Context: an optimization exercise on an open-source flow, tuned for small area and a short achievable clock period. The choices shown serve that exercise and are no tape-out recipe.
Where RTL was checked, it was by simulation tests only, not by an equivalence proof against the original.
No functional check of the RTL was part of runs 5 to 7.
Power and IR drop assume default switching activity.

--- flow/design.v ---
`default_nettype none
package prog_mem_ctrl_pkg;
    localparam int c_INST_W = 16;
    typedef enum logic [1:0] {
        ST_IDLE = 2'd0,
        ST_LOAD = 2'd1,
        ST_RESP = 2'd2
    } prog_state_e;
endpackage
`default_nettype wire
`default_nettype none
module prog_byte_ram #(
    parameter int DEPTH_BYTES = 256,
    parameter int ADDR_W      = 8
) (
    input  logic              clk,
    input  logic              we,
    input  logic [ADDR_W-1:0] waddr,
    input  logic [7:0]        wdata,
    input  logic [ADDR_W-1:0] raddr_a,
    output logic [7:0]        rdata_a,
    input  logic [ADDR_W-1:0] raddr_b,
    output logic [7:0]        rdata_b
);
    logic [7:0] r_mem [DEPTH_BYTES];
    always_ff @(posedge clk) begin
        if (we) begin
            r_mem[waddr] <= wdata;
        end
    end
    assign rdata_a = r_mem[raddr_a];
    assign rdata_b = r_mem[raddr_b];
endmodule
`default_nettype wire
`default_nettype none
module prog_mem_ctrl #(
    parameter int DEPTH_BYTES = 256,
    parameter int ADDR_W      = 8
) (
    input  logic                clk,
    input  logic                rst,
    input  logic                load_start,
    input  logic                load_valid,
    input  logic [7:0]          load_byte,
    output logic                load_ready,
    input  logic                load_end,
    output logic [ADDR_W:0]     load_count,
    input  logic                fetch_req,
    input  logic [15:0]         fetch_addr,
    output logic                fetch_ready,
    output logic                fetch_valid,
    output logic [prog_mem_ctrl_pkg::c_INST_W-1:0] fetch_inst,
    output logic                fetch_err
);
    localparam logic [1:0]      c_IDLE   = prog_mem_ctrl_pkg::ST_IDLE;
    localparam logic [1:0]      c_LOAD   = prog_mem_ctrl_pkg::ST_LOAD;
    localparam logic [1:0]      c_RESP   = prog_mem_ctrl_pkg::ST_RESP;
    localparam logic [ADDR_W:0] c_LAST   = (ADDR_W+1)'(DEPTH_BYTES - 1);
    localparam logic [16:0]     c_DEPTH  = 17'(DEPTH_BYTES);
    logic [1:0]          r_state;
    logic [ADDR_W:0]     r_wptr;
    logic [ADDR_W:0]     r_load_count;
    logic [15:0]         r_addr;
    logic [prog_mem_ctrl_pkg::c_INST_W-1:0] r_inst_hold;
    logic                r_err_hold;
    logic                w_wr_en;
    logic                w_last;
    logic [ADDR_W:0]     w_wptr_next;
    logic                w_resp;
    logic [ADDR_W-1:0]   w_raddr_a;
    logic [ADDR_W-1:0]   w_raddr_b;
    logic [7:0]          w_rdata_a;
    logic [7:0]          w_rdata_b;
    logic                w_err;
    logic [prog_mem_ctrl_pkg::c_INST_W-1:0] w_inst;
    assign w_wr_en     = (r_state == c_LOAD) && load_valid;
    assign w_last      = w_wr_en && (r_wptr == c_LAST);
    assign w_wptr_next = r_wptr + {{ADDR_W{1'b0}}, w_wr_en};
    assign w_raddr_a = r_addr[ADDR_W-1:0];
    assign w_raddr_b = w_raddr_a + {{(ADDR_W-1){1'b0}}, 1'b1};
    prog_byte_ram #(
        .DEPTH_BYTES (DEPTH_BYTES),
        .ADDR_W      (ADDR_W)
    ) u_ram (
        .clk     (clk),
        .we      (w_wr_en),
        .waddr   (r_wptr[ADDR_W-1:0]),
        .wdata   (load_byte),
        .raddr_a (w_raddr_a),
        .rdata_a (w_rdata_a),
        .raddr_b (w_raddr_b),
        .rdata_b (w_rdata_b)
    );
    logic [16:0] w_a17;
    logic [16:0] w_a17_next;
    assign w_a17      = {1'b0, r_addr};
    assign w_a17_next = w_a17 + 17'd1;
    assign w_err  = r_addr[0] || (w_a17_next >= 17'(r_load_count)) || (w_a17 >= c_DEPTH);
    assign w_inst = w_err ? '0 : {w_rdata_b, w_rdata_a};
    assign w_resp = (r_state == c_RESP) && !rst;
    assign load_ready  = (r_state == c_LOAD);
    assign fetch_ready = (r_state == c_IDLE);
    assign fetch_valid = w_resp;
    assign fetch_inst  = w_resp ? w_inst : r_inst_hold;
    assign fetch_err   = w_resp ? w_err  : r_err_hold;
    assign load_count  = r_load_count;
    always_ff @(posedge clk) begin
        if (rst) begin
            r_state      <= c_IDLE;
            r_wptr       <= '0;
            r_load_count <= '0;
            r_addr       <= '0;
            r_inst_hold  <= '0;
            r_err_hold   <= 1'b0;
        end else begin
            case (r_state)
                c_IDLE: begin
                    if (load_start) begin
                        r_state <= c_LOAD;
                        r_wptr  <= '0;
                    end else if (fetch_req) begin
                        r_addr  <= fetch_addr;
                        r_state <= c_RESP;
                    end
                end
                c_LOAD: begin
                    r_wptr <= w_wptr_next;
                    if (load_end || w_last) begin
                        r_load_count <= w_wptr_next;
                        r_state      <= c_IDLE;
                    end
                end
                c_RESP: begin
                    r_inst_hold <= w_inst;
                    r_err_hold  <= w_err;
                    r_state     <= c_IDLE;
                end
                default: begin
                    r_state <= c_IDLE;
                end
            endcase
        end
    end
endmodule
`default_nettype wire
--- flow/constraint.sdc ---
create_clock -name core_clock -period 7.0 [get_ports {clk}]
set_input_delay 1.4000 -clock core_clock [delete_from_list [all_inputs] [get_ports {clk}]]
set_output_delay 1.4000 -clock core_clock [all_outputs]
set_load 0.01 [all_outputs]
--- flow/config.mk ---
export PLATFORM = sky130hd
export DESIGN_NAME = prog_mem_ctrl
export DESIGN_NICKNAME = prog_mem_ctrl
export VERILOG_FILES = /design/flow/design.v
export SDC_FILE = /design/flow/constraint.sdc
export NUM_CORES = 4
export LEC_CHECK = 0
export CAP_MARGIN = 20
export CORE_MARGIN = 2
export CORE_UTILIZATION = 40
export SETUP_SLACK_MARGIN = 0.4
export SLEW_MARGIN = 20
--- flow/run.sh ---
#!/bin/bash
# synth_recipe.tcl (not shown) runs the flow's synth.tcl, then flattens the netlist and writes it again
# the make line also repeats each setting of config.mk as NAME=value (left out here)
make -C /OpenROAD-flow-scripts/flow DESIGN_CONFIG=/design/flow/config.mk WORK_HOME=/design/flow/orfs CLKGATE_MAP_FILE= SYNTH_SCRIPT=/design/flow/synth_recipe.tcl finish
==> results of run 1 <==
registers in the layout, summed over array words and instances (netlist names), named ones only:
name	count
r_addr	16
r_err_hold	1
r_inst_hold	16
r_load_count	9
r_state	2
r_wptr	9
u_ram.r_mem	2048
power breakdown:
| group | internal [mW] | leakage (nW) | switching (mW) |
|---|---|---|---|
| Clock | 6.75 | 3.49 | 5.09 |
| Sequential | 13.9 | 18.9 | 0.0333 |
| Combinational | 0.928 | 11.4 | 1.49 |
worst reg2reg max path: stages (launching register included):
cell,delay (ns)
sky130_fd_sc_hd__dfxtp_1,0.53
sky130_fd_sc_hd__inv_2,0.18
sky130_fd_sc_hd__nor2_1,0.19
sky130_fd_sc_hd__buf_4,0.20
sky130_fd_sc_hd__and2_1,0.72
sky130_fd_sc_hd__nand4_1,0.59
sky130_fd_sc_hd__buf_4,0.48
sky130_fd_sc_hd__nor2_1,0.82
through the flow:
stage,setup slack (ns),util,cell area (um^2),power [mW],std cells
floorplan,1.82,-,99400,15.4,5499
global placement,0.455,0.426,105000,16.5,8733
CTS,0.314,0.458,113000,28.2,9168
finish,0.321,0.459,113000,28.1,9181
global route,0.325,0.459,113000,28.8,9179
detailed placement,0.334,0.426,105000,16.5,8735
timing repair:
| action | in CTS | in global routing |
|---|---|---|
| buffers inserted | 29 | 4 |
| pin swaps | 6 | 4 |
| cloned | 2 | 2 |
| endpoints found under the setup margin | 17 | 17 |
| endpoints found under the hold margin | 0 | 0 |
| gates resized for setup | 44 | 28 |
per-layer routing:
| metal | track usage | vias up | routed length, um |
|---|---|---|---|
| met1 | 0.345 | 32100 | 124000 |
| met2 | 0.410 | 3766 | 157000 |
| met4 | 0.119 | 16 | 17200 |
| met5 | 0 | - | 110 |
| li1 | - | 23500 | - |
| met3 | 0.0611 | 693 | 34200 |
logic make-up (layout without fill, tap and decap cells):
| group | count (synthesis) | after routing | share of synthesized area |
|---|---|---|---|
| other | 0 | 3 | 0 |
| buffers and inverters | 472 | 839 | 0.0246 |
| multiplexers | 1248 | 1248 | 0.251 |
| AND/OR/NAND/NOR | 1029 | 1029 | 0.0440 |
| XOR/XNOR | 10 | 10 | 0.000882 |
| flip-flops | 2109 | 2109 | 0.631 |
| AO/OA/AOI/OAI | 618 | 618 | 0.0463 |
| adder cells (fa/ha/maj) | 13 | 13 | 0.00164 |
cell usage in the layout (no fill, tap or decap), drive strengths merged, types with 31 or more instances in the layout:
cell,synthesis,final
o21ai,60,60
a21oi,88,88
a211oi,45,45
clkinv,0,88
mux2i,235,235
nor3,31,31
nor2,309,309
clkdlybuf4s50,0,48
buf,257,349
a22oi,110,110
clkbuf,189,289
nor2b,35,35
a221oi,60,60
nand2,463,463
mux4,993,993
inv,26,32
nand3,99,99
dfxtp,61,61
edfxtp,2048,2048
a32o,32,32
final timing paths:
check,from,endpoint,slack [ns],cells after the start
setup / recovery,r_addr[3],fetch_inst[9],0.32,13
hold / removal,r_inst_hold[4],r_inst_hold[4],0.44,2
setup reg to reg,r_state[0],u_ram.r_mem[203][0],2.85,7
hold reg to reg,r_inst_hold[4],r_inst_hold[4],0.44,2
final cells by class:
type | count | area share
clock inverter | 123 | 0.0121
tap | 3312 | 0.0366
timing repair inverter | 2 | 0.000155
multi-input combinational | 2918 | 0.306
antenna | 3 | 0.0000664
inverter | 26 | 0.00117
clock buffer | 279 | 0.0517
timing repair buffer | 409 | 0.0370
sequential | 2109 | 0.555
==> flow_summary.toml, run 1 <==
[clocking]
htreeDepth = 4
cts_buffers = 218
cts.root.buffer_cell = "sky130_fd_sc_hd__clkbuf_16"
worst_skew_late_latency_ns = 0.89
clock-sinks = 2109
max-clock-path-buffers = 3
post_cts_hold_buffer_count = 0
clkTransAtPathRegs_ns = 0.06
tritoncts = "yes"

[run]
maxCapViolations = 0

[yosys]
synth.top_cell.area_share = 0.619
yosys.cell_count.top_type = "sky130_fd_sc_hd__edfxtp_1"
synth_seq_area_share = 0.631
synth_area_leader_cell = "sky130_fd_sc_hd__edfxtp_1"
synthesis.area_mm2 = 0.0994
synth_warnings = 2
postSynthRegisterBits = 2109
synth.avg_cell_area_um2 = 18.1
synth_ff_type = "sky130_fd_sc_hd__edfxtp_1"
ys_top_cells_by_area = "sky130_fd_sc_hd__edfxtp_1, sky130_fd_sc_hd__mux4_2, sky130_fd_sc_hd__mux2i_1"
synth_edf_count = 2048
synthArstFlopShare = 0
syn_inst = 5499
postSynthNetCount = 5542
synth.lib_cells_used.distinct = 77
synth.cells.most_frequent = "sky130_fd_sc_hd__edfxtp_1, sky130_fd_sc_hd__mux4_2, sky130_fd_sc_hd__nand2_1, sky130_fd_sc_hd__nor2_1, sky130_fd_sc_hd__mux2i_1"

[sta]
worst_slew_pin_slew_ns = 1.25
slew_violations = 0
hold_violations = 0
worst_max_slew_margin_expressed_relative_to_the_limit = 0.166
setup_viol = 0
period_minus_slack_ns = 6.68
worst_clock_skew_ns = 0.0647
post-route-period-util = 0.954
setup_repair_after_global_routing_missed_its_margin = "yes"
totalNegativeSetupSlack_ns = 0
final_hold_slack_ns = 0.442
maxClockFrequency_ghz = 0.150

[setup_path]
critPathBufInv = 5
required_ns = 5.60
crit_path_end_kind = "output port"
most_frequent_cp_cell = "sky130_fd_sc_hd__buf_4"
worstSetupPathType = "reg2out"
critical_path.max_stage_delay_ns = 0.66
cp_cell_sequence = "buf_4, nand3b_1, a211o_1, buf_4, nand2_4, buf_12, a22oi_1, a32o_1, o41ai_1, buf_4, o41ai_1, o21ai_1, clkdlybuf4s50_1"
cp.arrival_ns = 5.28
crit_slowest_cell = "sky130_fd_sc_hd__clkdlybuf4s50_1"
worst_setup_start_kind = "flop"
critical_path.max_fanout = 24
critical_path.top_delay_family = "compound AO/OA/AOI/OAI gates"

[routing]
post_drt_via_cell_ratio = 6.55
routedWlPerCell_um = 36.2
remaining_design_rule_violation_count = 0
total_vias_in_the_final_route = 60100
wirelength_mm = 332
first_pass_iters = 6
postRouteAntennaNets = 0
dr.first_iter.drc_count = 8867

[layout]
fillerInstances = 20900
multiInputGateArea_mm2 = 0.0346
layout_cell_share_with_drive_strength_beyond_1 = 0.302
flow.area_growth_from_synthesis_pct = 13.8
ff_latch_area_mm2 = 0.0627
nets = 5727

[global_routing]
antenna_found_initial = 13
grt_util_all_layers = 0.261
via_count_of_the_first_global_routing_pass = 59300
leftover_overflow_at_the_end_of_global_routing = 0
grt_start_max_net_pins = 174
grt_pass1_wl_mm = 464

[die]
fp.dieArea_mm2 = 0.252
die_y_um = 502
row_count = 182
floorplan.initialDensity = 0.403
pin_count = 59
core-area_mm2 = 0.246
die_width_um = 502

[power_and_ir_drop]
peakVddDrop_uv = 335
power_leakage_nw = 33.8
cellPowerDensity_mw_per_mm2 = 249

[placement]
number_of_port_buffers = 58
gpl.final_weighted_congestion = 0.953
detailedPlacementHpwl_mm = 214

[status]
run_status = "no timing/DRC/antenna violations"

[min_path]
worstHoldPathType = "reg2reg"
==> run 2: changes to the inputs <==
==> flow/design.v (replaced) <==
`default_nettype none
package prog_mem_ctrl_pkg;
    localparam int c_INST_W = 16;
endpackage
`default_nettype wire
`default_nettype none
module prog_byte_ram (
    input  logic        clk,
    input  logic        we,
    input  logic [7:0]  waddr,
    input  logic [7:0]  wdata,
    input  logic [6:0]  raddr,
    output logic [15:0] rdata
);
    logic [7:0] r_lo [128];
    logic [7:0] r_hi [128];
    always_ff @(posedge clk) begin
        if (we && !waddr[0]) r_lo[waddr[7:1]] <= wdata;
        if (we &&  waddr[0]) r_hi[waddr[7:1]] <= wdata;
    end
    assign rdata = {r_hi[raddr], r_lo[raddr]};
endmodule
`default_nettype wire
`default_nettype none
module prog_mem_ctrl (
    input  logic        clk,
    input  logic        rst,
    input  logic        load_start,
    input  logic        load_valid,
    input  logic [7:0]  load_byte,
    output logic        load_ready,
    input  logic        load_end,
    output logic [8:0]  load_count,
    input  logic        fetch_req,
    input  logic [15:0] fetch_addr,
    output logic        fetch_ready,
    output logic        fetch_valid,
    output logic [15:0] fetch_inst,
    output logic        fetch_err
);
    logic        r_idle;
    logic        r_load;
    logic        r_resp;
    logic [7:0]  r_wptr;
    logic [8:0]  r_load_count;
    logic [15:0] r_rd;         
    logic        r_rd_err;     
    logic [15:0] r_inst_hold;
    logic        r_err_hold;
    logic        w_wr_en;
    logic        w_last;
    logic [15:0] w_rdata;
    logic        w_err;
    logic        w_resp;
    logic [15:0] w_inst;
    assign w_wr_en = r_load && load_valid;
    assign w_last  = w_wr_en && (r_wptr == 8'hff);
    prog_byte_ram u_ram (
        .clk   (clk),
        .we    (w_wr_en),
        .waddr (r_wptr),
        .wdata (load_byte),
        .raddr (fetch_addr[7:1]),
        .rdata (w_rdata)
    );
    assign w_err = fetch_addr[0] || (|fetch_addr[15:8]) ||
                   ({1'b0, fetch_addr[7:1]} >= r_load_count[8:1]);
    assign w_resp = r_resp && !rst;
    assign w_inst = r_rd_err ? 16'h0000 : r_rd;
    assign load_ready  = r_load;
    assign fetch_ready = r_idle;
    assign fetch_valid = w_resp;
    assign fetch_inst  = w_resp ? w_inst   : r_inst_hold;
    assign fetch_err   = w_resp ? r_rd_err : r_err_hold;
    assign load_count  = r_load_count;
    always_ff @(posedge clk) begin
        r_rd     <= w_rdata;
        r_rd_err <= w_err;
    end
    always_ff @(posedge clk) begin
        if (rst) begin
            r_idle       <= 1'b1;
            r_load       <= 1'b0;
            r_resp       <= 1'b0;
            r_wptr       <= '0;
            r_load_count <= '0;
            r_inst_hold  <= '0;
            r_err_hold   <= 1'b0;
        end else begin
            r_idle <= (r_idle && !load_start && !fetch_req) || r_resp ||
                      (r_load && (load_end || w_last));
            r_load <= (r_idle && load_start) || (r_load && !load_end && !w_last);
            r_resp <= r_idle && !load_start && fetch_req;
            if (r_idle && load_start) begin
                r_wptr <= '0;
            end else if (w_wr_en) begin
                r_wptr <= r_wptr + 8'd1;
            end
            if (r_load && (load_end || w_last)) begin
                r_load_count <= {1'b0, r_wptr} + {8'd0, w_wr_en};
            end
            if (r_resp) begin
                r_inst_hold <= w_inst;
                r_err_hold  <= r_rd_err;
            end
        end
    end
endmodule
`default_nettype wire
--- a/flow/config.mk
+++ b/flow/config.mk
@@ -10,3 +10,3 @@
 export CORE_UTILIZATION = 40
-export SETUP_SLACK_MARGIN = 0.4
+export SETUP_SLACK_MARGIN = 3.8
 export SLEW_MARGIN = 20
==> flow_summary.toml, run 2 <==
[clocking]
tritoncts = "yes"
cts_buffers = 205
clock-sinks = 2102
htreeDepth = 4
post_cts_hold_buffer_count = 0
worst_skew_late_latency_ns = 0.85
max-clock-path-buffers = 3
cts.root.buffer_cell = "sky130_fd_sc_hd__clkbuf_16"
clkTransAtPathRegs_ns = 0.06

[routing]
first_pass_iters = 5
post_drt_via_cell_ratio = 5.64
wl_met1_mm = 82.1
top_signal_layer_used = "met4"
postRouteAntennaNets = 0
remaining_design_rule_violation_count = 0
routed-wl-met3_mm = 10.0
wirelength_mm = 197
routedWlPerCell_um = 28.4
dr.first_iter.drc_count = 4254
met2_wirelength_mm = 98.5
total_vias_in_the_final_route = 39200

[global_routing]
via_count_of_the_first_global_routing_pass = 39800
grt_util_all_layers = 0.190
grt_start_max_net_pins = 213
antenna_found_initial = 1
grt_pass1_wl_mm = 284
leftover_overflow_at_the_end_of_global_routing = 0

[sta]
worst_slew_pin_slew_ns = 1.01
period_minus_slack_ns = 3.81
worst_max_slew_margin_expressed_relative_to_the_limit = 0.328
setup_viol = 0
slew_violations = 0
hold_violations = 0
setup_repair_after_global_routing_missed_its_margin = "yes"
post-route-period-util = 0.545
totalNegativeSetupSlack_ns = 0
worst_clock_skew_ns = 0.0356
maxClockFrequency_ghz = 0.262

[run]
maxCapViolations = 0

[yosys]
synth.lib_cells_used.distinct = 42
synth_seq_area_share = 0.774
synth_ff_type = "sky130_fd_sc_hd__edfxtp_1"
synth_area_leader_cell = "sky130_fd_sc_hd__edfxtp_1"
postSynthNetCount = 4026
syn_inst = 3985
synth.avg_cell_area_um2 = 20.3
synth.cells.most_frequent = "sky130_fd_sc_hd__edfxtp_1, sky130_fd_sc_hd__mux4_2, sky130_fd_sc_hd__nor2_1, sky130_fd_sc_hd__mux2i_1, sky130_fd_sc_hd__a22oi_1"
synthArstFlopShare = 0
postSynthRegisterBits = 2102
yosys.cell_count.top_type = "sky130_fd_sc_hd__edfxtp_1"
synth.top_cell.area_share = 0.761
synth_edf_count = 2048
synthesis.area_mm2 = 0.0808
synth_warnings = 2
ys_top_cells_by_area = "sky130_fd_sc_hd__edfxtp_1, sky130_fd_sc_hd__mux4_2, sky130_fd_sc_hd__mux2i_1"

[setup_path]
critical_path.max_fanout = 7
rr_startpoint = "r_wptr[4]"
crit_path_end_kind = "output port"
worstSetupPathType = "in2out"
worst_setup_start_kind = "primary input"
crit_path_start = "rst"
cp.arrival_ns = 2.41
required_ns = 5.60

[power_and_ir_drop]
combPwrFrac = 0.042
net_switching_fraction_of_the_power = 0.211
power_leakage_nw = 28.6
peakVddDrop_uv = 262
internal-power_mw = 20.1
net-switching-power_mw = 5.38
power.share.sequential = 0.544
cellPowerDensity_mw_per_mm2 = 275
total_power_mw = 25.5
clock_power_share = 0.414

[layout]
final_cell_area_mm2 = 0.0928
flow.area_growth_from_synthesis_pct = 14.9
layout_cell_share_with_drive_strength_beyond_1 = 0.250
ff_latch_area_mm2 = 0.0626
multiInputGateArea_mm2 = 0.0184
finalNonFillerCells = 6942
layout_common_cells = "sky130_fd_sc_hd__edfxtp_1, sky130_fd_sc_hd__mux4_2, sky130_fd_sc_hd__mux2i_1, sky130_fd_sc_hd__clkbuf_16, sky130_fd_sc_hd__nor2_4"
nets = 4159
final_common_cell = "sky130_fd_sc_hd__edfxtp_1"
layout.core_utilization = 0.464
fillerInstances = 16600

[die]
pin_count = 59
die_width_um = 453
row_count = 164
fp.dieArea_mm2 = 0.206
core-area_mm2 = 0.200
floorplan.initialDensity = 0.404
die_y_um = 453

[placement]
cell_area_after_placement_mm2 = 0.0849
detailedPlacementHpwl_mm = 111
post-place-cells = 6523
gpl.final_weighted_congestion = 0.810
number_of_port_buffers = 58

[min_path]
worstHoldPathType = "reg2reg"
min-delay-start = "r_inst_hold[2]"

[status]
run_status = "no timing/DRC/antenna violations"
==> run 2: changes by cell type after synthesis, moves of 74 or more <==
cell	delta
sky130_fd_sc_hd__o22ai_1	+102
sky130_fd_sc_hd__a211oi_1	+89
sky130_fd_sc_hd__clkbuf_1	-74
sky130_fd_sc_hd__mux4_2	-601
sky130_fd_sc_hd__nand2_1	-341
sky130_fd_sc_hd__a21oi_1	-87
==> run 2: final cells by class <==
type                    count  area share
inverters                  10    0.000431
clock buffers             265      0.0592
clock inverters           109     0.00942
flip-flops and latches   2102       0.674
diodes                      1   0.0000270
well taps                2656      0.0358
repair buffers            170      0.0223
multi-input cells        1629       0.199
==> run 2: power groups by stage <==
stage	combinational [mW]	sequential [mW]	clock [mW]
2_1_floorplan	0.578	14.1	0
3_3_place_gp	1.03	14.1	0
3_5_place_dp	1.05	14.1	0
4_1_cts	1.08	13.9	10.7
5_1_grt	1.15	13.9	11.2
6_report	1.08	13.9	10.6
==> run 2: per-stage QoR <==
step           setup WS (ns)  hold slack (ns)
4_1_cts                 3.21            0.477
3_3_place_gp            1.38            0.463
3_5_place_dp            1.33            0.461
5_1_grt                 3.15            0.498
2_1_floorplan           3.45            0.443
6_report                3.19            0.478
==> run 2: layer usage <==
| layer | vias up | global-route usage |
|---|---|---|
| met2 | 1233 | 0.317 |
| met5 | - | 0 |
| met4 | 0 | 0.0632 |
| met1 | 20900 | 0.254 |
| li1 | 16800 | - |
| met3 | 277 | 0.0305 |
==> run 2: kinds of logic after synthesis <==
logic type               count (synthesis)  share of synthesized area
AO/OA/AOI/OAI                          448                     0.0409
XOR/XNOR                                12                    0.00130
adder cells (fa/ha/maj)                 11                    0.00170
buffers and inverters                  258                     0.0164
flip-flops                            2102                      0.774
multiplexers                           645                      0.139
AND/OR/NAND/NOR                        509                     0.0260
==> run 2: worst max-delay path, cell delays in order <==
cell	delay (ns)
sky130_fd_sc_hd__buf_16	0.12
sky130_fd_sc_hd__nand2b_4	0.16
sky130_fd_sc_hd__nor2_4	0.14
sky130_fd_sc_hd__buf_12	0.14
sky130_fd_sc_hd__buf_16	0.16
sky130_fd_sc_hd__a22o_1	0.14
sky130_fd_sc_hd__buf_2	0.13
==> run 2: worst paths after layout <==
path	depth (start not counted)	slack (ns)	to
max	7	3.19	fetch_inst[7]
min	1	0.48	r_inst_hold[2]
max reg2reg	3	3.85	u_ram.r_lo[52][3]
min reg2reg	1	0.48	r_inst_hold[2]
==> run 2: repair_timing <==
action | CTS | global route
gates cloned | 8 | 2
pin swaps | 24 | 8
endpoints found under the hold margin | 0 | 0
buffers inserted | 29 | 4
setup endpoints to repair | 1657 | 936
resized for setup | 281 | 88
==> run 3: changes to the inputs <==
--- a/flow/config.mk
+++ b/flow/config.mk
@@ -10,3 +10,3 @@
 export CORE_UTILIZATION = 40
-export SETUP_SLACK_MARGIN = 3.8
+export SETUP_SLACK_MARGIN = 3.0
 export SLEW_MARGIN = 20
==> flow_summary.toml, run 3 <==
[status]
run_status = "no timing/DRC/antenna violations"

[routing]
first_pass_iters = 6
total_vias_in_the_final_route = 38600
postRouteAntennaNets = 0
dr.first_iter.drc_count = 3915
remaining_design_rule_violation_count = 0
post_drt_via_cell_ratio = 5.60
routedWlPerCell_um = 27.8
wirelength_mm = 191

[die]
die_y_um = 453
die_width_um = 453
core-area_mm2 = 0.200
fp.dieArea_mm2 = 0.206
pin_count = 59
row_count = 164
floorplan.initialDensity = 0.404

[setup_path]
critical_path.max_stage_delay_ns = 0.15
critical_path.max_fanout = 8
reg2reg_slack_ns = 3.46
crit_path_start = "rst"
cp.arrival_ns = 2.67
rr_startpoint = "r_wptr[2]"
crit_path_end_kind = "output port"
cp_cell_sequence = "buf_6, buf_6, nand2b_4, buf_12, buf_6, nor2_4, buf_6, buf_16, a22o_1, buf_2"
worstSetupPathType = "in2out"
crit_slowest_cell = "sky130_fd_sc_hd__buf_12"
required_ns = 5.60
most_frequent_cp_cell = "sky130_fd_sc_hd__buf_6"
worst_setup_start_kind = "primary input"

[global_routing]
grt_util_all_layers = 0.184
leftover_overflow_at_the_end_of_global_routing = 0
grt_start_max_net_pins = 176
via_count_of_the_first_global_routing_pass = 39300
antenna_found_initial = 3
grt_pass1_wl_mm = 277

[layout]
layout_common_cells = "sky130_fd_sc_hd__edfxtp_1, sky130_fd_sc_hd__mux4_2, sky130_fd_sc_hd__nor2_1, sky130_fd_sc_hd__mux2i_1, sky130_fd_sc_hd__clkbuf_16"
final_cell_area_mm2 = 0.0908
final_common_cell = "sky130_fd_sc_hd__edfxtp_1"
finalNonFillerCells = 6893
layout_cell_share_with_drive_strength_beyond_1 = 0.190
nets = 4115
flow.area_growth_from_synthesis_pct = 12.3

[clocking]
post_cts_hold_buffer_count = 0
clkTransAtPathRegs_ns = 0.06
worst_skew_late_latency_ns = 0.84
htreeDepth = 4
cts_buffers = 195
max-clock-path-buffers = 3
cts.root.buffer_cell = "sky130_fd_sc_hd__clkbuf_16"
tritoncts = "yes"
clock-sinks = 2102

[placement]
post-place-cells = 6518
number_of_port_buffers = 58
detailedPlacementHpwl_mm = 110
gpl.final_weighted_congestion = 0.819
cell_area_after_placement_mm2 = 0.0843
worst_setup_slack_after_placement_ns = 1.60

[yosys]
postSynthNetCount = 4026
postSynthRegisterBits = 2102
ys_top_cells_by_area = "sky130_fd_sc_hd__edfxtp_1, sky130_fd_sc_hd__mux4_2, sky130_fd_sc_hd__mux2i_1"
synth_seq_area_share = 0.774
synthArstFlopShare = 0
synth.avg_cell_area_um2 = 20.3
synth.cells.most_frequent = "sky130_fd_sc_hd__edfxtp_1, sky130_fd_sc_hd__mux4_2, sky130_fd_sc_hd__nor2_1, sky130_fd_sc_hd__mux2i_1, sky130_fd_sc_hd__a22oi_1"
synth.lib_cells_used.distinct = 42
synth_edf_count = 2048
synth_warnings = 2
synth.top_cell.area_share = 0.761
synth_ff_type = "sky130_fd_sc_hd__edfxtp_1"
syn_inst = 3985
synth_area_leader_cell = "sky130_fd_sc_hd__edfxtp_1"
yosys.cell_count.top_type = "sky130_fd_sc_hd__edfxtp_1"
synthesis.area_mm2 = 0.0808

[sta]
period_minus_slack_ns = 4.07
slew_violations = 0
finalWorstSetupSlack_ns = 2.93
worst_clock_skew_ns = 0.0293
setup_viol = 0
worst_max_slew_margin_expressed_relative_to_the_limit = 0.160
post-route-period-util = 0.582
hold_violations = 0
worst_slew_pin_slew_ns = 1.26
setup_repair_after_global_routing_missed_its_margin = "yes"
totalNegativeSetupSlack_ns = 0
maxClockFrequency_ghz = 0.245

[power_and_ir_drop]
cellPowerDensity_mw_per_mm2 = 280
peakVddDrop_uv = 263
combPwrFrac = 0.041
clock_power_share = 0.413
power.share.sequential = 0.546
power_leakage_nw = 28.2
net-switching-power_mw = 5.30
internal-power_mw = 20.1
net_switching_fraction_of_the_power = 0.209
total_power_mw = 25.4

[min_path]
worstHoldPathType = "reg2reg"
min-delay-start = "r_inst_hold[9]"

[run]
maxCapViolations = 0
-- run 3: cell count changes in the layout (fill, tap and decap cells not counted), sizes merged, moves of 3 or more --
cell and change:
buf -29, clkinv -25, clkdlybuf4s50 +11, dlygate4sd2 -8, bufinv +4, clkinvlp +4
clkbuf -3
-- run 3: cell families after synthesis --
| kind of cell | count (synthesis) | synth area share |
|---|---|---|
| XOR/XNOR | 12 | 0.00130 |
| AND/OR/NAND/NOR | 509 | 0.0260 |
| flip-flops | 2102 | 0.774 |
| AO/OA/AOI/OAI | 448 | 0.0409 |
| multiplexers | 645 | 0.139 |
| buffers and inverters | 258 | 0.0164 |
| adder cells (fa/ha/maj) | 11 | 0.00170 |
-- run 3: timing repair --
item | 4_1_cts | 5_1_grt
setup endpoints to repair | 18 | 350
setup buffers | 10 | 0
resized for setup | 84 | 18
cloned | 3 | 1
pin swaps | 2 | 1
-- run 3: path summary, 6_finish.rpt --
check	endpoint	cells past startpoint
setup / recovery	fetch_inst[15]	10
hold / removal	r_inst_hold[9]	1
hold reg to reg	r_inst_hold[9]	1
setup reg to reg	u_ram.r_hi[78][4]	3
-- run 3: critical path, delay by kind of cell --
kind | cells | cell delay (ns)
compound gates | 1 | 0.12
buf+inv | 7 | 0.85
simple gates | 2 | 0.28
-- run 3: layout make-up --
class                      instances  area (um^2)
sequential                      2102        62600
inverter                          10         37.5
tap                             2656         3320
fill                           16900       109000
clock buffer                     264         5390
timing repair buffer             139         1550
antenna                            2         5.00
multi-input combinational       1626        17000
clock inverter                    94          886
-- run 3: stage by stage --
step           utilization  hold WS [ns]
6_report             0.453         0.484
5_1_grt              0.453         0.495
4_1_cts              0.453         0.483
3_5_place_dp         0.421         0.461
3_3_place_gp         0.421         0.475
2_1_floorplan            -         0.443
-- run 3: metal layers --
layer / global-route usage / share of wire
met5: 0 / 0
met4: 0.0530 / 0.026
met3: 0.0292 / 0.052
met2: 0.306 / 0.50
met1: 0.252 / 0.42
-- run 3: power by group through the flow --
stage / clock network, mW / registers [mW] / logic (mW)
3_3_place_gp: 0 / 14.1 / 1.04
3_5_place_dp: 0 / 14.1 / 1.05
2_1_floorplan: 0 / 14.1 / 0.575
6_report: 10.5 / 13.9 / 1.04
4_1_cts: 10.7 / 13.9 / 1.05
5_1_grt: 11.1 / 13.9 / 1.11
==> run 4: changes to the inputs <==
--- a/flow/config.mk
+++ b/flow/config.mk
@@ -10,3 +10,3 @@
 export CORE_UTILIZATION = 40
-export SETUP_SLACK_MARGIN = 3.0
+export SETUP_SLACK_MARGIN = 0.4
 export SLEW_MARGIN = 20
==> flow_summary.toml, run 4 <==
[yosys]
synthArstFlopShare = 0
synth.lib_cells_used.distinct = 42
ys_top_cells_by_area = "sky130_fd_sc_hd__edfxtp_1, sky130_fd_sc_hd__mux4_2, sky130_fd_sc_hd__mux2i_1"
synth.avg_cell_area_um2 = 20.3
postSynthNetCount = 4026
synth_edf_count = 2048
synthesis.area_mm2 = 0.0808
synth_ff_type = "sky130_fd_sc_hd__edfxtp_1"
synth_seq_area_share = 0.774
synth_area_leader_cell = "sky130_fd_sc_hd__edfxtp_1"
synth.top_cell.area_share = 0.761
syn_inst = 3985
synth.cells.most_frequent = "sky130_fd_sc_hd__edfxtp_1, sky130_fd_sc_hd__mux4_2, sky130_fd_sc_hd__nor2_1, sky130_fd_sc_hd__mux2i_1, sky130_fd_sc_hd__a22oi_1"
postSynthRegisterBits = 2102
synth_warnings = 2
yosys.cell_count.top_type = "sky130_fd_sc_hd__edfxtp_1"

[global_routing]
leftover_overflow_at_the_end_of_global_routing = 0
grt_start_max_net_pins = 176
grt_pass1_wl_mm = 276
via_count_of_the_first_global_routing_pass = 39200
grt_util_all_layers = 0.184
antenna_found_initial = 2

[run]
maxCapViolations = 0

[clocking]
cts_setup_buffers = 0
tritoncts = "yes"
quantity_of_gates_resized_following_cts = 0
htreeDepth = 4
max-clock-path-buffers = 3
cts_buffers = 195
post_cts_hold_buffer_count = 0
clkTransAtPathRegs_ns = 0.06
cts.root.buffer_cell = "sky130_fd_sc_hd__clkbuf_16"
clock-sinks = 2102
worst_skew_late_latency_ns = 0.84

[power_and_ir_drop]
clock_power_share = 0.413
combPwrFrac = 0.041
net-switching-power_mw = 5.29
peakVddDrop_uv = 262
power_leakage_nw = 28.0
internal-power_mw = 20.1
total_power_mw = 25.4
net_switching_fraction_of_the_power = 0.208
power.share.sequential = 0.546
cellPowerDensity_mw_per_mm2 = 280

[routing]
routedWlPerCell_um = 27.6
wl_met1_mm = 80.5
wirelength_mm = 190
routed-wl-met3_mm = 9.65
postRouteAntennaNets = 0
top_signal_layer_used = "met4"
first_pass_iters = 5
post_drt_via_cell_ratio = 5.60
total_vias_in_the_final_route = 38500
dr.first_iter.drc_count = 3915
met2_wirelength_mm = 94.5
remaining_design_rule_violation_count = 0

[layout]
fillerInstances = 16900
flow.area_growth_from_synthesis_pct = 12.1
layout_common_cells = "sky130_fd_sc_hd__edfxtp_1, sky130_fd_sc_hd__mux4_2, sky130_fd_sc_hd__nor2_1, sky130_fd_sc_hd__mux2i_1, sky130_fd_sc_hd__clkbuf_16"
layout_cell_share_with_drive_strength_beyond_1 = 0.179
nets = 4101
layout.core_utilization = 0.452
final_common_cell = "sky130_fd_sc_hd__edfxtp_1"
finalNonFillerCells = 6878

[min_path]
worstHoldPathType = "reg2reg"
min-delay-start = "r_inst_hold[9]"

[die]
floorplan.initialDensity = 0.404
fp.dieArea_mm2 = 0.206
row_count = 164
pin_count = 59
core-area_mm2 = 0.200
die_y_um = 453
die_width_um = 453

[sta]
setup_repair_after_global_routing_missed_its_margin = "no"
hold_violations = 0
maxClockFrequency_ghz = 0.185
totalNegativeSetupSlack_ns = 0
setup_viol = 0
period_minus_slack_ns = 5.41
final_hold_slack_ns = 0.485
worst_max_slew_margin_expressed_relative_to_the_limit = 0.167
worst_slew_pin_slew_ns = 1.25
post-route-period-util = 0.773
slew_violations = 0
worst_clock_skew_ns = 0.0305

[setup_path]
cp.arrival_ns = 4.01
worstSetupPathType = "in2out"
crit_path_start = "rst"
worst_setup_start_kind = "primary input"
rr_startpoint = "r_wptr[2]"
crit_path_end_kind = "output port"
required_ns = 5.60
critical_path.max_fanout = 17

[placement]
post-place-cells = 6518
gpl.final_weighted_congestion = 0.819
detailedPlacementHpwl_mm = 110
number_of_port_buffers = 58

[status]
run_status = "no timing/DRC/antenna violations"
[run 4: power groups by stage]
stage / Combinational [mW] / Sequential [mW] / Clock [mW]
final: 1.03 / 13.9 / 10.5
after CTS: 1.05 / 13.9 / 10.7
after global routing: 1.11 / 13.9 / 11.1
after global placement: 1.04 / 14.1 / 0
after floorplan: 0.575 / 14.1 / 0
after detailed placement: 1.05 / 14.1 / 0
[run 4: worst paths after layout]
kind	depth (start not counted)	end	slack, ns
min	1	r_inst_hold[9]	0.48
max	6	fetch_inst[2]	1.59
max reg2reg	3	u_ram.r_hi[78][4]	3.49
min reg2reg	1	r_inst_hold[9]	0.48
[run 4: critical path, stage by stage]
cell and delay [ns]:
sky130_fd_sc_hd__clkdlybuf4s50_1 0.41, sky130_fd_sc_hd__buf_4 0.19, sky130_fd_sc_hd__nand2b_1 0.55, sky130_fd_sc_hd__nor2_2 0.68, sky130_fd_sc_hd__a22o_1 0.23, sky130_fd_sc_hd__clkdlybuf4s50_1 0.54
[run 4: metrics by stage]
step                      setup WS, ns  instance area (um^2)
after detailed placement          1.60                 84300
after global routing              1.57                 90600
after global placement            1.63                 84300
after floorplan                   3.17                 80800
after CTS                         1.60                 90500
final                             1.59                 90600
[run 4: kinds of logic (layout without fill, tap and decap cells)]
kind of cell             Yosys count  count (layout)  share of synthesized area
flip-flops                      2102            2102                      0.774
multiplexers                     645             645                      0.139
AND/OR/NAND/NOR                  509             509                     0.0260
AO/OA/AOI/OAI                    448             448                     0.0409
buffers and inverters            258             494                     0.0164
XOR/XNOR                          12              12                    0.00130
adder cells (fa/ha/maj)           11              11                    0.00170
other                              0               1                          0
[run 4: final cells by class]
class                      count  area, um^2  share of cell area
sequential                  2102       62600               0.691
multi-input combinational   1625       17000               0.187
clock buffer                 264        5390              0.0595
tap                         2656        3320              0.0367
timing repair buffer         126        1410              0.0156
clock inverter                94         886             0.00978
inverter                      10        37.5            0.000414
antenna                        1        2.50           0.0000276
[run 4: metal layers]
metal,vias to the layer above,global-route usage
met5,-,0
met4,0,0.0558
met3,256,0.0290
met2,1086,0.304
met1,20500,0.251
li1,16600,-
==> run 5: changes to the inputs <==
--- a/flow/design.v
+++ b/flow/design.v
@@ -45,4 +45,4 @@
     logic [8:0]  r_load_count;
-    logic [15:0] r_rd;         
-    logic        r_rd_err;     
+    logic [15:0] r_inst_pre;   
+    logic        r_err_pre;    
     logic [15:0] r_inst_hold;
@@ -53,4 +53,3 @@
     logic        w_err;
-    logic        w_resp;
-    logic [15:0] w_inst;
+    logic        w_take_fetch;
     assign w_wr_en = r_load && load_valid;
@@ -67,14 +66,9 @@
                    ({1'b0, fetch_addr[7:1]} >= r_load_count[8:1]);
-    assign w_resp = r_resp && !rst;
-    assign w_inst = r_rd_err ? 16'h0000 : r_rd;
+    assign w_take_fetch = r_idle && !load_start && fetch_req;
     assign load_ready  = r_load;
     assign fetch_ready = r_idle;
-    assign fetch_valid = w_resp;
-    assign fetch_inst  = w_resp ? w_inst   : r_inst_hold;
-    assign fetch_err   = w_resp ? r_rd_err : r_err_hold;
+    assign fetch_valid = r_resp && !rst;
+    assign fetch_inst  = rst ? r_inst_hold : r_inst_pre;
+    assign fetch_err   = rst ? r_err_hold  : r_err_pre;
     assign load_count  = r_load_count;
-    always_ff @(posedge clk) begin
-        r_rd     <= w_rdata;
-        r_rd_err <= w_err;
-    end
     always_ff @(posedge clk) begin
@@ -86,2 +80,4 @@
             r_load_count <= '0;
+            r_inst_pre   <= '0;
+            r_err_pre    <= 1'b0;
             r_inst_hold  <= '0;
@@ -92,3 +88,3 @@
             r_load <= (r_idle && load_start) || (r_load && !load_end && !w_last);
-            r_resp <= r_idle && !load_start && fetch_req;
+            r_resp <= w_take_fetch;
             if (r_idle && load_start) begin
@@ -101,5 +97,7 @@
             end
-            if (r_resp) begin
-                r_inst_hold <= w_inst;
-                r_err_hold  <= r_rd_err;
+            r_inst_hold <= r_inst_pre;
+            r_err_hold  <= r_err_pre;
+            if (w_take_fetch) begin
+                r_inst_pre <= w_err ? 16'h0000 : w_rdata;
+                r_err_pre  <= w_err;
             end
--- a/flow/config.mk
+++ b/flow/config.mk
@@ -10,3 +10,3 @@
 export CORE_UTILIZATION = 40
-export SETUP_SLACK_MARGIN = 0.4
+export SETUP_SLACK_MARGIN = 4.0
 export SLEW_MARGIN = 20
==> flow_summary.toml, run 5 <==
[setup_path]
reg2reg_slack_ns = 4.11
required_ns = 5.60
cp.arrival_ns = 2.27
worstSetupPathType = "in2out"
critical_path.max_fanout = 6
worst_setup_start_kind = "primary input"
crit_path_end_kind = "output port"

[global_routing]
grt_util_met3 = 0.0389
grt_pass1_wl_mm = 344
grt_util_all_layers = 0.232
leftover_overflow_at_the_end_of_global_routing = 0
groute.layer.met1.usage = 0.331
antenna_found_initial = 6
met2_usage = 0.361
grt_start_max_net_pins = 169
grt.busiest_layer = "met2"
via_count_of_the_first_global_routing_pass = 43100

[sta]
slew_violations = 0
finalWorstSetupSlack_ns = 3.33
period_minus_slack_ns = 3.67
worst_slew_pin_slew_ns = 1.15
hold_violations = 0
worst_clock_skew_ns = 0.0775
setup_repair_after_global_routing_missed_its_margin = "yes"
setup_viol = 0
worst_max_slew_margin_expressed_relative_to_the_limit = 0.233
post-route-period-util = 0.524
totalNegativeSetupSlack_ns = 0
maxClockFrequency_ghz = 0.273

[yosys]
synth.avg_cell_area_um2 = 19.8
synth_area_leader_cell = "sky130_fd_sc_hd__edfxtp_1"
synth_edf_count = 2048
synth_warnings = 2
synthArstFlopShare = 0
ys_top_cells_by_area = "sky130_fd_sc_hd__edfxtp_1, sky130_fd_sc_hd__mux4_2, sky130_fd_sc_hd__mux2i_1"
postSynthRegisterBits = 2102
postSynthNetCount = 4195
synth.lib_cells_used.distinct = 71
syn_inst = 4154
synthesis.area_mm2 = 0.0824
synth_seq_area_share = 0.759
synth.top_cell.area_share = 0.746
synth_ff_type = "sky130_fd_sc_hd__edfxtp_1"
synth.cells.most_frequent = "sky130_fd_sc_hd__edfxtp_1, sky130_fd_sc_hd__mux4_2, sky130_fd_sc_hd__nor2_1, sky130_fd_sc_hd__mux2i_1, sky130_fd_sc_hd__nand2_1"
yosys.cell_count.top_type = "sky130_fd_sc_hd__edfxtp_1"

[layout]
layout_cell_share_with_drive_strength_beyond_1 = 0.329
flow.area_growth_from_synthesis_pct = 20.5
fillerInstances = 16600
multiInputGateArea_mm2 = 0.0210
nets = 4542
ff_latch_area_mm2 = 0.0626
final_common_cell = "sky130_fd_sc_hd__edfxtp_1"
layout_common_cells = "sky130_fd_sc_hd__edfxtp_1, sky130_fd_sc_hd__mux4_2, sky130_fd_sc_hd__mux2i_1, sky130_fd_sc_hd__clkbuf_16, sky130_fd_sc_hd__nor2_4"
finalNonFillerCells = 7368

[clocking]
worst_skew_late_latency_ns = 0.86
max-clock-path-buffers = 3
post_cts_hold_buffer_count = 0
tritoncts = "yes"
clkTransAtPathRegs_ns = 0.06
clock-sinks = 2102
htreeDepth = 4
cts.root.buffer_cell = "sky130_fd_sc_hd__clkbuf_16"
cts_buffers = 206

[power_and_ir_drop]
power_leakage_nw = 31.5
total_power_mw = 26.7
peakVddDrop_uv = 281
cellPowerDensity_mw_per_mm2 = 268

[die]
fp.dieArea_mm2 = 0.210
core-area_mm2 = 0.205
floorplan.initialDensity = 0.403
die_width_um = 458
die_y_um = 458
pin_count = 59
row_count = 166

[routing]
post_drt_via_cell_ratio = 6.07
first_pass_iters = 6
remaining_design_rule_violation_count = 0
dr.first_iter.drc_count = 6393
routedWlPerCell_um = 34.2
postRouteAntennaNets = 0
wirelength_mm = 252
total_vias_in_the_final_route = 44700

[placement]
post-place-cells = 6753
gpl.final_weighted_congestion = 0.852
number_of_port_buffers = 58
worst_setup_slack_after_placement_ns = 1.74
detailedPlacementHpwl_mm = 139

[status]
run_status = "no timing/DRC/antenna violations"

[min_path]
worstHoldPathType = "reg2reg"

[run]
maxCapViolations = 0
-- run 5: cell count changes after synthesis, sizes merged, moves of 18 or more --
| cell | before | now |
|---|---|---|
| o22ai | 128 | 12 |
| a211oi | 134 | 27 |
| a22oi | 144 | 41 |
| a221oi | 0 | 86 |
| o21ai | 0 | 79 |
| a21oi | 1 | 54 |
| nor2b | 11 | 40 |
| a22o | 33 | 5 |
| nor3 | 3 | 30 |
| a221o | 0 | 26 |
| nand3 | 33 | 54 |
| mux4 | 384 | 404 |
| mux2i | 260 | 278 |
-- run 5: metrics by stage --
step | hold slack [ns] | cell area (um^2) | util
2_1_floorplan | 0.421 | 83800 | -
3_3_place_gp | 0.475 | 87100 | 0.425
3_5_place_dp | 0.478 | 87100 | 0.426
4_1_cts | 0.494 | 97600 | 0.477
5_1_grt | 0.493 | 99300 | 0.485
6_report | 0.474 | 99300 | 0.485
-- run 5: final timing paths --
path / startpoint / to / cells past startpoint
setup / recovery: rst / fetch_inst[5] / 5
hold / removal: r_err_pre / r_err_hold / 1
setup reg to reg: r_wptr[4] / u_ram.r_hi[26][1] / 4
hold reg to reg: r_err_pre / r_err_hold / 1
-- run 5: area by class of cell --
cell class,instances,share of cell area
clock buffer,247,0.0543
inverter,14,0.000995
antenna,1,0.0000252
tap,2688,0.0339
sequential,2102,0.630
clock inverter,139,0.0139
timing repair buffer,392,0.0553
multi-input combinational,1785,0.212
-- run 5: what timing repair did --
item | 4_1_cts | 5_1_grt
gates resized for setup | 466 | 145
gates cloned | 31 | 16
setup endpoints to repair | 1972 | 351
pin swaps | 41 | 52
setup buffers | 116 | 62
-- run 5: per-layer routing --
metal / wire (um) / part of all wire / vias up
met4: 9330 / 0.037 / 2
met1: 102000 / 0.40 / 24000
met2: 117000 / 0.47 / 2451
met3: 23700 / 0.094 / 420
met5: 10 / 0.000040 / -
li1: - / - / 17900
-- run 5: logic make-up after synthesis --
| group | Yosys count | synth area share |
|---|---|---|
| and+or+nand+nor | 627 | 0.0328 |
| xor gates and xnor gates | 10 | 0.00106 |
| DFF | 2102 | 0.759 |
| adders and majority gates | 11 | 0.00167 |
| AOI/OAI and AO/OA | 436 | 0.0388 |
| muxes | 700 | 0.147 |
| buffers and inverters | 268 | 0.0199 |
-- run 5: worst max-delay path, cell delays in order --
cell	delay [ns]
sky130_fd_sc_hd__buf_16	0.14
sky130_fd_sc_hd__buf_16	0.17
sky130_fd_sc_hd__nor2b_4	0.14
sky130_fd_sc_hd__a21o_1	0.22
sky130_fd_sc_hd__buf_2	0.17
-- run 5: report_power, final --
part / leakage [nW] / switching, mW / total (mW) / internal (mW)
Combinational: 9.34 / 1.06 / 1.67 / 0.612
Clock: 3.31 / 4.86 / 11.2 / 6.32
Sequential: 18.8 / 0.00474 / 13.8 / 13.8
Total: 31.5 / 5.92 / 26.7 / 20.7
==> run 6: changes to the inputs <==
--- a/flow/config.mk
+++ b/flow/config.mk
@@ -9,3 +9,4 @@
 export CORE_MARGIN = 2
-export CORE_UTILIZATION = 40
+export CORE_UTILIZATION = 65
+export CTS_BUF_LIST = sky130_fd_sc_hd__clkbuf_4 sky130_fd_sc_hd__clkbuf_8
 export SETUP_SLACK_MARGIN = 4.0
==> flow_summary.toml, run 6 <==
[yosys]
yosys.cell_count.top_type = "sky130_fd_sc_hd__edfxtp_1"
syn_inst = 4154
synthesis.area_mm2 = 0.0824
synth.avg_cell_area_um2 = 19.8
synth_ff_type = "sky130_fd_sc_hd__edfxtp_1"
synth.cells.most_frequent = "sky130_fd_sc_hd__edfxtp_1, sky130_fd_sc_hd__mux4_2, sky130_fd_sc_hd__nor2_1, sky130_fd_sc_hd__mux2i_1, sky130_fd_sc_hd__nand2_1"
synth.lib_cells_used.distinct = 71
synth.top_cell.area_share = 0.746
ys_top_cells_by_area = "sky130_fd_sc_hd__edfxtp_1, sky130_fd_sc_hd__mux4_2, sky130_fd_sc_hd__mux2i_1"
synth_edf_count = 2048
synth_area_leader_cell = "sky130_fd_sc_hd__edfxtp_1"
postSynthNetCount = 4195
synth_seq_area_share = 0.759
postSynthRegisterBits = 2102
synth_warnings = 2
synthArstFlopShare = 0

[sta]
setup_repair_after_global_routing_missed_its_margin = "yes"
post-route-period-util = 0.497
finalWorstSetupSlack_ns = 3.52
maxClockFrequency_ghz = 0.287
slew_violations = 0
worst_max_slew_margin_expressed_relative_to_the_limit = 0.230
worst_slew_pin_slew_ns = 1.16
worst_clock_skew_ns = 0.0272
hold_violations = 0
final_hold_slack_ns = 0.469
period_minus_slack_ns = 3.48
totalNegativeSetupSlack_ns = 0
setup_viol = 0

[global_routing]
leftover_overflow_at_the_end_of_global_routing = 0
antenna_found_initial = 10
grt_start_max_net_pins = 181
grt_util_all_layers = 0.353
grt_pass1_wl_mm = 321
via_count_of_the_first_global_routing_pass = 44300

[die]
floorplan.initialDensity = 0.656
die_width_um = 360
row_count = 130
die_y_um = 360
pin_count = 59
fp.dieArea_mm2 = 0.130
core-area_mm2 = 0.126

[placement]
detailedPlacementHpwl_mm = 128
cell_area_after_placement_mm2 = 0.0858
number_of_port_buffers = 58
gpl.final_weighted_congestion = 0.877
worst_setup_slack_after_placement_ns = 1.70
post-place-cells = 5713

[clocking]
worst_skew_late_latency_ns = 1.02
post_cts_hold_buffer_count = 0
clkTransAtPathRegs_ns = 0.06
cts_buffers = 334
clock-sinks = 2102
max-clock-path-buffers = 4
tritoncts = "yes"
htreeDepth = 5
cts.root.buffer_cell = "sky130_fd_sc_hd__clkbuf_8"

[layout]
layout_cell_share_with_drive_strength_beyond_1 = 0.322
finalNonFillerCells = 6365
layout_common_cells = "sky130_fd_sc_hd__edfxtp_1, sky130_fd_sc_hd__mux4_2, sky130_fd_sc_hd__clkbuf_8, sky130_fd_sc_hd__mux2i_1, sky130_fd_sc_hd__nor2_4"
layout.core_utilization = 0.750
flow.area_growth_from_synthesis_pct = 14.4
nets = 4524
final_common_cell = "sky130_fd_sc_hd__edfxtp_1"
final_cell_area_mm2 = 0.0943

[routing]
postRouteAntennaNets = 0
wirelength_mm = 229
total_vias_in_the_final_route = 44700
routedWlPerCell_um = 36.0
remaining_design_rule_violation_count = 0
dr.first_iter.drc_count = 7172
first_pass_iters = 6
post_drt_via_cell_ratio = 7.03

[run]
maxCapViolations = 0

[setup_path]
cp.arrival_ns = 2.08
required_ns = 5.60
worstSetupPathType = "in2out"
critical_path.max_fanout = 6
worst_setup_start_kind = "primary input"
crit_path_end_kind = "output port"

[min_path]
worstHoldPathType = "reg2reg"

[status]
run_status = "no timing/DRC/antenna violations"

[power_and_ir_drop]
cellPowerDensity_mw_per_mm2 = 268
total_power_mw = 25.3
power_leakage_nw = 30.3
peakVddDrop_uv = 278
run 6: power breakdown:
group / switching [mW] / leakage [nW] / total (mW) / internal [mW]
registers: 0.00528 / 18.8 / 13.8 / 13.8
clock network: 4.64 / 3.34 / 10.0 / 5.38
logic: 0.932 / 8.08 / 1.43 / 0.502
total: 5.57 / 30.3 / 25.3 / 19.7
run 6: logic make-up after synthesis:
| group | synth area share |
|---|---|
| flip-flops | 0.759 |
| multiplexers | 0.147 |
| AND/OR/NAND/NOR | 0.0328 |
| AO/OA/AOI/OAI | 0.0388 |
| buffers and inverters | 0.0199 |
| adder cells (fa/ha/maj) | 0.00167 |
| XOR/XNOR | 0.00106 |
run 6: path summary, 6_finish.rpt:
check	startpoint	endpoint	slack (ns)	depth (start not counted)
max	rst	fetch_inst[7]	3.52	4
min reg2reg	r_resp	r_idle	0.47	1
min	r_resp	r_idle	0.47	1
max reg2reg	r_wptr[4]	u_ram.r_lo[13][2]	4.10	3
run 6: cell type report:
class	instances	area, um^2
antenna	3	7.51
clock buffer	459	5620
clock inverter	106	613
fill	7020	31400
inverter	14	86.3
multi-input combinational	1784	20200
sequential	2102	62600
tap	1650	2060
timing repair buffer	247	3140
run 6: repair_timing:
item / in CTS / in global routing
buffers inserted: 40 / 21
gates cloned: 15 / 8
resized for setup: 343 / 59
setup endpoints to repair: 1908 / 1084
pin swaps: 22 / 12
run 6: critical path: stages:
cell                      delay [ns]
sky130_fd_sc_hd__buf_16         0.15
sky130_fd_sc_hd__nor2b_4        0.16
sky130_fd_sc_hd__a21o_1         0.19
sky130_fd_sc_hd__buf_2          0.16
run 6: metal layers:
layer  part of all wire  global-route usage  vias up
li1                   -                   -    17800
met1               0.37               0.512    23200
met2               0.46               0.529     3302
met3               0.14               0.101      441
met4              0.032               0.114        6
met5            0.00018                   0        -
==> run 7: changes to the inputs <==
--- a/flow/design.v
+++ b/flow/design.v
@@ -8,15 +8,104 @@
     input  logic        clk,
-    input  logic        we,
-    input  logic [7:0]  waddr,
+    input  logic        load,       
+    input  logic        valid,      
+    input  logic [7:0]  waddr,      
     input  logic [7:0]  wdata,
-    input  logic [6:0]  raddr,
+    input  logic [6:0]  raddr,      
     output logic [15:0] rdata
 );
-    logic [7:0] r_lo [128];
-    logic [7:0] r_hi [128];
+    logic [2047:0] r_bits;      
+    logic [2047:0] w_next;
     always_ff @(posedge clk) begin
-        if (we && !waddr[0]) r_lo[waddr[7:1]] <= wdata;
-        if (we &&  waddr[0]) r_hi[waddr[7:1]] <= wdata;
+        r_bits <= w_next;
     end
-    assign rdata = {r_hi[raddr], r_lo[raddr]};
+    logic [15:0] w_whi;         
+    logic [15:0] w_whi_n;
+    logic [15:0] w_wlo;         
+    logic [15:0] w_wlo_v_n;     
+    logic [255:0] w_we;         
+    logic [255:0] w_keep;       
+    always_comb begin
+        for (int j = 0; j < 16; j++) begin
+            w_whi[j]     = load && (waddr[7:4] == 4'(j));
+            w_whi_n[j]   = !(load && (waddr[7:4] == 4'(j)));
+            w_wlo[j]     = (waddr[3:0] == 4'(j));
+            w_wlo_v_n[j] = !(valid && (waddr[3:0] == 4'(j)));
+        end
+    end
+    for (genvar i = 0; i < 256; i++) begin : g_wrow
+        pmc_nor2  u_we   (.a(w_whi_n[i/16]), .b(w_wlo_v_n[i%16]), .y(w_we[i]));
+        pmc_nand2 u_keep (.a(w_whi[i/16]), .b(w_wlo[i%16]),  .y(w_keep[i]));
+        for (genvar b = 0; b < 8; b++) begin : g_bit
+            pmc_ao22 u_d (.a0(w_we[i]), .b0(wdata[b]), .a1(w_keep[i]), .b1(r_bits[8*i+b]),
+                          .y(w_next[8*i+b]));
+        end
+    end
+    logic [7:0]   w_rhi_n;      
+    logic [15:0]  w_rlo_n;      
+    logic [127:0] w_wl;         
+    always_comb begin
+        for (int j = 0; j < 8; j++)  w_rhi_n[j] = (raddr[6:4] != 3'(j));
+        for (int k = 0; k < 16; k++) w_rlo_n[k] = (raddr[3:0] != 4'(k));
+    end
+    for (genvar w = 0; w < 128; w++) begin : g_wl
+        pmc_nor2 u_wl (.a(w_rhi_n[w/16]), .b(w_rlo_n[w%16]), .y(w_wl[w]));
+    end
+    for (genvar b = 0; b < 16; b++) begin : g_rbit
+        logic [127:0] w_col;
+        for (genvar w = 0; w < 128; w++) begin : g_col
+            assign w_col[w] = r_bits[16*w + b];
+        end
+        pmc_sel128 u_sel (.wl(w_wl), .d(w_col), .y(rdata[b]));
+    end
+endmodule
+module pmc_sel128 (
+    input  logic [127:0] wl,
+    input  logic [127:0] d,
+    output logic         y
+);
+    logic [42:0] w_n;           
+    logic [10:0] w_p;           
+    logic [2:0]  w_q_n;
+    for (genvar g = 0; g < 42; g++) begin : g_aoi
+        pmc_aoi222 u_aoi (.a0(wl[3*g]),   .b0(d[3*g]),
+                          .a1(wl[3*g+1]), .b1(d[3*g+1]),
+                          .a2(wl[3*g+2]), .b2(d[3*g+2]), .y(w_n[g]));
+    end
+    pmc_aoi22 u_aoi_last (.a0(wl[126]), .b0(d[126]), .a1(wl[127]), .b1(d[127]), .y(w_n[42]));
+    for (genvar g = 0; g < 10; g++) begin : g_nand
+        pmc_nand4 u_nand (.a(w_n[4*g]), .b(w_n[4*g+1]), .c(w_n[4*g+2]), .d(w_n[4*g+3]), .y(w_p[g]));
+    end
+    pmc_nand3 u_nand_last (.a(w_n[40]), .b(w_n[41]), .c(w_n[42]), .y(w_p[10]));
+    pmc_nor4 u_nor0 (.a(w_p[0]), .b(w_p[1]), .c(w_p[2]), .d(w_p[3]), .y(w_q_n[0]));
+    pmc_nor4 u_nor1 (.a(w_p[4]), .b(w_p[5]), .c(w_p[6]), .d(w_p[7]), .y(w_q_n[1]));
+    pmc_nor3 u_nor2 (.a(w_p[8]), .b(w_p[9]), .c(w_p[10]), .y(w_q_n[2]));
+    pmc_nand3 u_out (.a(w_q_n[0]), .b(w_q_n[1]), .c(w_q_n[2]), .y(y));
+endmodule
+module pmc_nor2 (input logic a, input logic b, output logic y);
+    assign y = !(a | b);
+endmodule
+module pmc_nand2 (input logic a, input logic b, output logic y);
+    assign y = !(a & b);
+endmodule
+module pmc_nand3 (input logic a, input logic b, input logic c, output logic y);
+    assign y = !(a & b & c);
+endmodule
+module pmc_nand4 (input logic a, input logic b, input logic c, input logic d, output logic y);
+    assign y = !(a & b & c & d);
+endmodule
+module pmc_nor3 (input logic a, input logic b, input logic c, output logic y);
+    assign y = !(a | b | c);
+endmodule
+module pmc_nor4 (input logic a, input logic b, input logic c, input logic d, output logic y);
+    assign y = !(a | b | c | d);
+endmodule
+module pmc_ao22 (input logic a0, input logic b0, input logic a1, input logic b1, output logic y);
+    assign y = (a0 & b0) | (a1 & b1);
+endmodule
+module pmc_aoi22 (input logic a0, input logic b0, input logic a1, input logic b1, output logic y);
+    assign y = !((a0 & b0) | (a1 & b1));
+endmodule
+module pmc_aoi222 (input logic a0, input logic b0, input logic a1, input logic b1,
+                   input logic a2, input logic b2, output logic y);
+    assign y = !((a0 & b0) | (a1 & b1) | (a2 & b2));
 endmodule
@@ -58,3 +147,4 @@
         .clk   (clk),
-        .we    (w_wr_en),
+        .load  (r_load),
+        .valid (load_valid),
         .waddr (r_wptr),
--- a/flow/config.mk
+++ b/flow/config.mk
@@ -13 +13,2 @@
 export SLEW_MARGIN = 20
+export SYNTH_HIERARCHICAL = 1
==> flow_summary.toml, run 7 <==
[die]
row_count = 123
fp.dieArea_mm2 = 0.115
die_width_um = 339
pin_count = 59
core-area_mm2 = 0.112
die_y_um = 339
floorplan.initialDensity = 0.652

[layout]
final_common_cell = "sky130_fd_sc_hd__dfxtp_1"
largest_reg_flops = 2048
layout_cell_share_with_drive_strength_beyond_1 = 0.188
fillerInstances = 7077
layout_common_cells = "sky130_fd_sc_hd__dfxtp_1, sky130_fd_sc_hd__a22o_1, sky130_fd_sc_hd__a222oi_1, sky130_fd_sc_hd__clkbuf_8, sky130_fd_sc_hd__nand2_1"
flow.area_growth_from_synthesis_pct = 20.3
nets = 6813
largest_register = "u_ram.r_bits"

[power_and_ir_drop]
net-switching-power_mw = 5.32
net_switching_fraction_of_the_power = 0.225
internal-power_mw = 18.3
combPwrFrac = 0.027
peakVddDrop_uv = 266
clock_power_share = 0.466
power_leakage_nw = 32.9
power.share.sequential = 0.507
cellPowerDensity_mw_per_mm2 = 269
total_power_mw = 23.7

[yosys]
synth.top_cell.area_share = 0.576
synthesis.area_mm2 = 0.0731
synthArstFlopShare = 0
synth.cells.most_frequent = "sky130_fd_sc_hd__dfxtp_1, sky130_fd_sc_hd__a22o_1, sky130_fd_sc_hd__a222oi_1, sky130_fd_sc_hd__nor2_1, sky130_fd_sc_hd__nand2_1"
synth_warnings = 8
synth_area_leader_cell = "sky130_fd_sc_hd__dfxtp_1"
syn_inst = 6051
synth_seq_area_share = 0.576
synth.avg_cell_area_um2 = 12.1
ys_top_cells_by_area = "sky130_fd_sc_hd__dfxtp_1, sky130_fd_sc_hd__a22o_1, sky130_fd_sc_hd__a222oi_1"
postSynthRegisterBits = 2102
yosys.cell_count.top_type = "sky130_fd_sc_hd__dfxtp_1"
synth_ff_type = "sky130_fd_sc_hd__dfxtp_1"
postSynthNetCount = 6091
synth_edf_count = 0
synth.lib_cells_used.distinct = 53

[clocking]
post_cts_hold_buffer_count = 0
max-clock-path-buffers = 4
cts_buffers = 334
cts.root.buffer_cell = "sky130_fd_sc_hd__clkbuf_8"
clock-sinks = 2102
worst_skew_late_latency_ns = 1.03
clkTransAtPathRegs_ns = 0.06
tritoncts = "yes"
htreeDepth = 5

[routing]
remaining_design_rule_violation_count = 0
postRouteAntennaNets = 0
routedWlPerCell_um = 35.7
first_pass_iters = 20
wirelength_mm = 304
total_vias_in_the_final_route = 69400
post_drt_via_cell_ratio = 8.14
dr.first_iter.drc_count = 16500

[setup_path]
worstSetupPathType = "in2out"
critical_path.max_fanout = 6
required_ns = 5.60
cp.arrival_ns = 2.40
worst_setup_start_kind = "primary input"
crit_path_end_kind = "output port"
reg2reg_slack_ns = 3.91

[run]
maxCapViolations = 0

[placement]
number_of_port_buffers = 58
detailedPlacementHpwl_mm = 178
gpl.final_weighted_congestion = 1.03

[sta]
setup_repair_after_global_routing_missed_its_margin = "yes"
hold_violations = 0
worst_max_slew_margin_expressed_relative_to_the_limit = 0.0884
worst_slew_pin_slew_ns = 1.37
worst_clock_skew_ns = 0.0485
post-route-period-util = 0.544
slew_violations = 0
maxClockFrequency_ghz = 0.263
period_minus_slack_ns = 3.80
totalNegativeSetupSlack_ns = 0
setup_viol = 0

[global_routing]
grt_start_max_net_pins = 149
grt_util_all_layers = 0.492
antenna_found_initial = 19
grt_pass1_wl_mm = 428
leftover_overflow_at_the_end_of_global_routing = 0
via_count_of_the_first_global_routing_pass = 62700

[min_path]
worstHoldPathType = "reg2reg"

[status]
run_status = "no timing/DRC/antenna violations"
==> run 7: cell count changes after synthesis, moves of 47 or more <==
cell,change
sky130_fd_sc_hd__a222oi_1,+671
sky130_fd_sc_hd__nand4_1,+158
sky130_fd_sc_hd__clkbuf_1,-103
sky130_fd_sc_hd__dfxtp_1,+2048
sky130_fd_sc_hd__mux2i_1,-274
sky130_fd_sc_hd__a221oi_1,-81
sky130_fd_sc_hd__a22o_1,+2043
sky130_fd_sc_hd__buf_2,-47
sky130_fd_sc_hd__nand2_1,+177
sky130_fd_sc_hd__a21oi_1,-51
sky130_fd_sc_hd__edfxtp_1,-2048
sky130_fd_sc_hd__nor2_1,+113
sky130_fd_sc_hd__mux4_2,-404
==> run 7: area by class of cell <==
class	instances	area [um^2]	area share
sequential	2102	42100	0.479
multi-input combinational	3923	32600	0.371
clock buffer	512	6480	0.0738
timing repair buffer	404	4210	0.0479
tap	1500	1880	0.0214
clock inverter	51	500	0.00569
antenna	19	47.5	0.000541
inverter	8	30.0	0.000342
==> run 7: power groups by stage <==
stage / combinational [mW] / clock [mW] / sequential [mW]
finish: 0.650 / 11.0 / 12.0
global route: 0.642 / 11.5 / 12.0
CTS: 0.555 / 11.0 / 12.0
detailed placement: 0.471 / 0 / 12.3
global placement: 0.464 / 0 / 12.3
floorplan: 0.103 / 0 / 12.3
==> run 7: cell families (layout without fill, tap and decap cells) <==
| logic type | Yosys count | in the layout | share of synthesized area |
|---|---|---|---|
| AOI/OAI and AO/OA | 2789 | 2789 | 0.345 |
| DFF | 2102 | 2102 | 0.576 |
| and+or+nand+nor | 1104 | 1109 | 0.0728 |
| buffers and inverters | 31 | 975 | 0.00226 |
| xor gates and xnor gates | 11 | 11 | 0.00132 |
| adders and majority gates | 10 | 10 | 0.00171 |
| muxes | 4 | 4 | 0.000548 |
| other | 0 | 19 | 0 |
==> run 7: repair_timing <==
action | in CTS | in global routing
hold endpoints to repair | 0 | 0
endpoints found under the setup margin | 1118 | 1357
cloned | 9 | 6
pin swaps | 121 | 133
setup buffers | 114 | 110
gates resized for setup | 482 | 141
==> run 7: path summary, 6_finish.rpt <==
kind                                 from                 end  depth (start not counted)
worst max register to register  r_wptr[4]  u_ram.r_bits[1721]                          4
worst min register to register     r_resp              r_idle                          1
worst max-delay path                  rst       fetch_inst[6]                          6
worst min-delay path               r_resp              r_idle                          1
==> run 7: critical path: stages <==
cell                      delay [ns]
sky130_fd_sc_hd__buf_16         0.12
sky130_fd_sc_hd__buf_16         0.14
sky130_fd_sc_hd__buf_12         0.13
sky130_fd_sc_hd__nor2b_4        0.33
sky130_fd_sc_hd__a21o_1         0.14
sky130_fd_sc_hd__buf_2          0.12
==> run 7: Yosys stat by module (local to each module, per instance), excerpt <==
module / copies in the design / flip-flops and latches
pmc_aoi22: 16 / 0
prog_byte_ram: 1 / 2048
prog_mem_ctrl: 1 / 54
pmc_nand3: 32 / 0
pmc_aoi222: 672 / 0
pmc_nand2: 256 / 0
pmc_nor2: 384 / 0
==> run 7: stage by stage <==
step	worst slack (ns)	cells	utilization	hold WS, ns	instance area (um^2)
2_1_floorplan	3.57	6051	-	0.418	73300
3_3_place_gp	1.48	7696	0.685	0.429	76700
3_5_place_dp	1.57	7697	0.685	0.439	76700
4_1_cts	3.25	8383	0.769	0.453	86200
5_1_grt	3.20	8507	0.784	0.476	87900
6_report	3.20	8519	0.785	0.458	87900
==> run 7: metal layers <==
layer	part of all wire	GRT usage
met1	0.36	0.641
met2	0.39	0.658
met3	0.17	0.212
met4	0.077	0.331
met5	0.0016	0

-- separate check: timing with driven ports --
In the flow no input, the clock included, has a driving cell. The finished layouts below were timed again as built, in two steps.
Step 1, drivers: a clkbuf_16 drives clk and a buf_2 each remaining input, both assumed.
Step 2 times the ports against the registers' clock, not the clock port: input delays grow and output delays shrink by t, the midpoint of the rising clock arrivals with the driver on.
a / b / c = ideal ports / drivers / drivers and shift; a / b = the first two.
| run | t, ns | setup slack, ns |
|---|---|---|
| run 1 | 0.958 | 0.321 / 0.227 / 1.185 |
| run 2 | 0.919 | 3.187 / 3.127 / 2.888 |
| run 3 | 0.902 | 2.925 / 2.891 / 2.090 |
| run 4 | 0.901 | 1.590 / 1.565 / 1.565 |
| run 5 | 0.906 | 3.331 / 3.201 / 2.626 |
| run 6 | 1.072 | 3.519 / 3.132 / 2.658 |
| run 7 | 1.087 | 3.195 / 3.113 / 2.451 |
After both steps setup and hold are still met in every run listed.
